What follows belongs to an exercise in optimizing a design on an open flow for small area and a short achievable clock period; a production flow would make more cautious choices.
Only simulation tests tie the RTL to the original design; equivalence was not proved.

==> run H: inputs <==
==> flow/design.v <==
module inst_mem_loadable #(
    parameter int    ADDR_W      = 8,
    parameter int    FETCH_BYTES = 4,
    parameter bit    BOOT_LOAD   = 1'b0,
    parameter        INIT_FILE   = ""
) (
    input  logic                     clk,
    input  logic                     rst,
    input  logic                     fetch_req,
    input  logic [ADDR_W-1:0]        fetch_addr,
    output logic                     fetch_ready,
    output logic                     fetch_valid,
    output logic [8*FETCH_BYTES-1:0] fetch_data,
    output logic [1:0]               fetch_err,
    input  logic                     prog_start,
    input  logic                     prog_we,
    input  logic [ADDR_W-1:0]        prog_addr,
    input  logic [7:0]               prog_wdata,
    input  logic                     prog_done,
    output logic [ADDR_W:0]          prog_cnt,
    output logic                     prog_err
);
    localparam int DEPTH = 2 ** ADDR_W;
    localparam int DW    = 8 * FETCH_BYTES;
    localparam int OFF_W = $clog2(FETCH_BYTES);
    localparam logic [DW-1:0] NOP_PAT = (FETCH_BYTES == 2) ? DW'(16'h0001) : DW'(32'h0000_0013);
    typedef enum logic {
        ST_RUN  = 1'b0,
        ST_LOAD = 1'b1
    } state_e;
    state_e             state_q, state_d;
    logic [7:0]         mem_q [DEPTH];
    logic               fetch_valid_q, fetch_valid_d;
    logic [DW-1:0]      fetch_data_q, fetch_data_d;
    logic [1:0]         fetch_err_q, fetch_err_d;
    logic [ADDR_W:0]    prog_cnt_q, prog_cnt_d;
    logic               prog_err_q, prog_err_d;
    logic               run_s;
    logic               load_s;
    logic               fetch_acc_s;
    logic               mis_s;
    logic               oor_s;
    logic               par_bad_s;
    logic               wr_ok_s;
    logic               mem_we_s;
    logic [ADDR_W:0]    end_s;
    logic [DW-1:0]      raw_s;
    always_ff @(posedge clk or posedge rst) begin
        if (rst) begin
            state_q <= BOOT_LOAD ? ST_LOAD : ST_RUN;
        end else begin
            state_q <= state_d;
        end
    end
    always_comb begin
        state_d = state_q;
        case (state_q)
            ST_RUN: begin
                if (prog_start && !prog_done) begin
                    state_d = ST_LOAD;
                end else begin
                    state_d = ST_RUN;
                end
            end
            ST_LOAD: begin
                if (prog_done) begin
                    state_d = ST_RUN;
                end else begin
                    state_d = ST_LOAD;
                end
            end
            default: state_d = ST_RUN;
        endcase
    end
    always_comb begin
        run_s       = (state_q == ST_RUN);
        load_s      = (state_q == ST_LOAD);
        fetch_acc_s = fetch_req && run_s;
        fetch_ready = run_s;
    end
    always_comb begin
        raw_s     = '0;
        par_bad_s = 1'b0;
        mis_s     = (fetch_addr[OFF_W-1:0] != '0);
        end_s     = {1'b0, fetch_addr} + (ADDR_W+1)'(FETCH_BYTES);
        oor_s     = (end_s > (ADDR_W+1)'(DEPTH));
        for (int i = 0; i < FETCH_BYTES; i++) begin
            raw_s[8*i +: 8] = mem_q[fetch_addr + ADDR_W'(i)];
        end
        fetch_valid_d = fetch_acc_s;
        if (fetch_acc_s) begin
            fetch_err_d  = {oor_s | par_bad_s, mis_s};
            fetch_data_d = (oor_s || par_bad_s || mis_s) ? NOP_PAT : raw_s;
        end else begin
            fetch_err_d  = fetch_err_q;
            fetch_data_d = fetch_data_q;
        end
    end
    always_comb begin
        wr_ok_s  = 1'b1;
        mem_we_s   = load_s && prog_we && wr_ok_s;
        prog_err_d = prog_we && !mem_we_s;
        if (run_s && prog_start && !prog_done) begin
            prog_cnt_d = '0;
        end else if (mem_we_s && (prog_cnt_q != (ADDR_W+1)'(DEPTH))) begin
            prog_cnt_d = prog_cnt_q + (ADDR_W+1)'(1);
        end else begin
            prog_cnt_d = prog_cnt_q;
        end
    end
    always_ff @(posedge clk or posedge rst) begin
        if (rst) begin
            fetch_valid_q <= 1'b0;
            fetch_data_q  <= '0;
            fetch_err_q   <= 2'b00;
            prog_cnt_q    <= '0;
            prog_err_q    <= 1'b0;
        end else begin
            fetch_valid_q <= fetch_valid_d;
            fetch_data_q  <= fetch_data_d;
            fetch_err_q   <= fetch_err_d;
            prog_cnt_q    <= prog_cnt_d;
            prog_err_q    <= prog_err_d;
        end
    end
    always @(posedge clk) begin
        if (mem_we_s) begin
            mem_q[prog_addr] <= prog_wdata;
        end
    end
    always_comb begin
        fetch_valid = fetch_valid_q;
        fetch_data  = fetch_data_q;
        fetch_err   = fetch_err_q;
        prog_cnt    = prog_cnt_q;
        prog_err    = prog_err_q;
    end
endmodule
==> flow/run.sh <==
#!/bin/bash
# synth_recipe.tcl (not shown) runs the flow's synth.tcl, then flattens the netlist and writes it again
# the make line also repeats each setting of config.mk as NAME=value (left out here)
make -C /OpenROAD-flow-scripts/flow DESIGN_CONFIG=/design/flow/config.mk WORK_HOME=/design/flow/orfs CLKGATE_MAP_FILE= SYNTH_SCRIPT=/design/flow/synth_recipe.tcl finish
==> flow/config.mk <==
export PLATFORM = sky130hd
export DESIGN_NAME = inst_mem_loadable
export DESIGN_NICKNAME = inst_mem_loadable
export VERILOG_FILES = /design/flow/design.v
export SDC_FILE = /design/flow/constraint.sdc
export NUM_CORES = 4
export LEC_CHECK = 0
export CAP_MARGIN = 20
export CORE_MARGIN = 2
export CORE_UTILIZATION = 40
export SLEW_MARGIN = 20
==> flow/constraint.sdc <==
create_clock -name core_clock -period 8.0 [get_ports {clk}]
set_input_delay 1.6000 -clock core_clock [delete_from_list [all_inputs] [get_ports {clk}]]
set_output_delay 1.6000 -clock core_clock [all_outputs]
set_load 0.01 [all_outputs]
==> inputs of run C, as changes to run H <==
==> flow/design.v (replaced) <==
module inst_mem_loadable #(
    parameter int    ADDR_W      = 8,
    parameter int    FETCH_BYTES = 4,
    parameter bit    BOOT_LOAD   = 1'b0,
    parameter        INIT_FILE   = ""
) (
    input  logic                     clk,
    input  logic                     rst,
    input  logic                     fetch_req,
    input  logic [ADDR_W-1:0]        fetch_addr,
    output logic                     fetch_ready,
    output logic                     fetch_valid,
    output logic [8*FETCH_BYTES-1:0] fetch_data,
    output logic [1:0]               fetch_err,
    input  logic                     prog_start,
    input  logic                     prog_we,
    input  logic [ADDR_W-1:0]        prog_addr,
    input  logic [7:0]               prog_wdata,
    input  logic                     prog_done,
    output logic [ADDR_W:0]          prog_cnt,
    output logic                     prog_err
);
    logic        load_q;
    logic        fetch_valid_q;
    logic [31:0] fetch_data_q;
    logic [1:0]  fetch_err_q;
    logic [8:0]  prog_cnt_q;
    logic        prog_err_q;
    logic [7:0]  mem_q [256];
    logic [255:0] bwe_s;
    logic [63:0]  rsel_s;
    logic        mis_s;
    logic        wr_s;
    logic [31:0] rd_s;
    assign mis_s = |fetch_addr[1:0];
    assign wr_s  = load_q & prog_we;
    always_comb begin
        rd_s = '0;
        for (int w = 0; w < 64; w++) begin
            rsel_s[w] = (fetch_addr == 8'(4 * w));
            rd_s = rd_s | ({32{rsel_s[w]}} & {mem_q[4*w+3], mem_q[4*w+2], mem_q[4*w+1], mem_q[4*w]});
        end
    end
    always_ff @(posedge clk or posedge rst) begin
        if (rst) begin
            load_q        <= BOOT_LOAD;
            fetch_valid_q <= 1'b0;
            prog_cnt_q    <= '0;
            prog_err_q    <= 1'b0;
        end else begin
            load_q        <= load_q ? !prog_done : (prog_start && !prog_done);
            fetch_valid_q <= fetch_req && !load_q;
            prog_err_q    <= prog_we && !load_q;
            if (!load_q && prog_start && !prog_done)
                prog_cnt_q <= '0;
            else if (wr_s && !prog_cnt_q[8])
                prog_cnt_q <= prog_cnt_q + 9'd1;
        end
    end
    always_ff @(posedge clk) begin
        fetch_err_q  <= {mis_s & (&fetch_addr[7:2]), mis_s};
        fetch_data_q <= rd_s | {27'd0, mis_s, 2'd0, mis_s, mis_s};
    end
    always_comb begin
        for (int b = 0; b < 256; b++) bwe_s[b] = wr_s && (prog_addr == 8'(b));
    end
    always_ff @(posedge clk) begin
        for (int b = 0; b < 256; b++)
            mem_q[b] <= (mem_q[b] & {8{!bwe_s[b]}}) | (prog_wdata & {8{bwe_s[b]}});
    end
    assign fetch_ready = !load_q;
    assign fetch_valid = fetch_valid_q;
    assign fetch_data  = fetch_data_q;
    assign fetch_err   = fetch_err_q;
    assign prog_cnt    = prog_cnt_q;
    assign prog_err    = prog_err_q;
endmodule
==> flow/flow/run.sh (new file) <==
#!/bin/bash
# Own layout flow: the standard synthesis and the standard ORFS steps, with
# port buffers of a plain buffer cell, sizing not tied to cell footprints,
# and setup repair aimed well below the clock period.
set -euo pipefail
KNOBS=(
  "BUFFER_PORTS_ARGS=-buffer_cell sky130_fd_sc_hd__buf_4"
  "MATCH_CELL_FOOTPRINT=0"
  "SETUP_SLACK_MARGIN=5"
)
bash standard.sh synth > synth.log 2>&1
bash standard.sh "${KNOBS[@]}" finish > layout.log 2>&1
==> flow/standard.sh (new file) <==
#!/bin/bash
# synth_recipe.tcl (not shown) runs the flow's synth.tcl, then flattens the netlist and writes it again
# the make line also repeats each setting of config.mk as NAME=value (left out here)
make -C /OpenROAD-flow-scripts/flow DESIGN_CONFIG=/design/flow/config.mk WORK_HOME=/design/flow/orfs CLKGATE_MAP_FILE= SYNTH_SCRIPT=/design/flow/synth_recipe.tcl "${@:-finish}"
removed: flow/run.sh
==> impl_metrics.csv <==
group,metric,value,unit
layout,seq_share,42.8,%
outcome,status,"finished clean",
global_routing,grt_pass1_wl,724000,um
synth,synth_area_leaders,"edfxtp_1, mux4_2, nand2_1",
power_and_ir_drop,comb_power_share,18.6,%
layout,reg_top3,"mem_q (2048), fetch_data_q (32), prog_cnt_q (9)",
die,die-height,577,um
critical_path,cp_data_required_time,8870,ps
critical_path,crit_buf_inv,2,
layout,top_register,"mem_q",
(the above is from run H)
==> impl_metrics.csv <==
group,metric,value,unit
critical_path,cp_data_required_time,8620,ps
outcome,status,"finished clean",
die,die-height,442,um
global_routing,grt_pass1_wl,448000,um
power_and_ir_drop,comb_power_share,3.9,%
synth,synth_area_leaders,"edfxtp_1, a22oi_1, nor2_1",
layout,seq_share,64.5,%
critical_path,crit_buf_inv,3,
(the above is from run C)

-- port drivers added, routing unchanged --
The flow's constraints put no driver on any port. The routed layouts listed below were extracted and timed again, unchanged, in two steps.
Step 1 sets driving cells, clkbuf_16 on the clock port and buf_2 on the other inputs (assumed; they add their load-dependent delay and slew).
Step 2 times the ports against the registers' clock, not the clock port: input delays grow and output delays shrink by t, the midpoint of the rising clock arrivals with the driver on.
Three values: no drivers, after step 1, after step 2; two values: the first two.
run | t (ns) | setup WS [ns] | pins driven straight from the clock port
run H | 1.066 | 1.885 / 1.890 / 0.825 | 1
run C | 0.961 | 4.599 / 4.304 / 3.343 | 1
After both steps every run listed still meets setup and hold. The setup slack of run C, which loses most, moves by -0.295 ns with the drivers and by -1.256 ns with both steps.
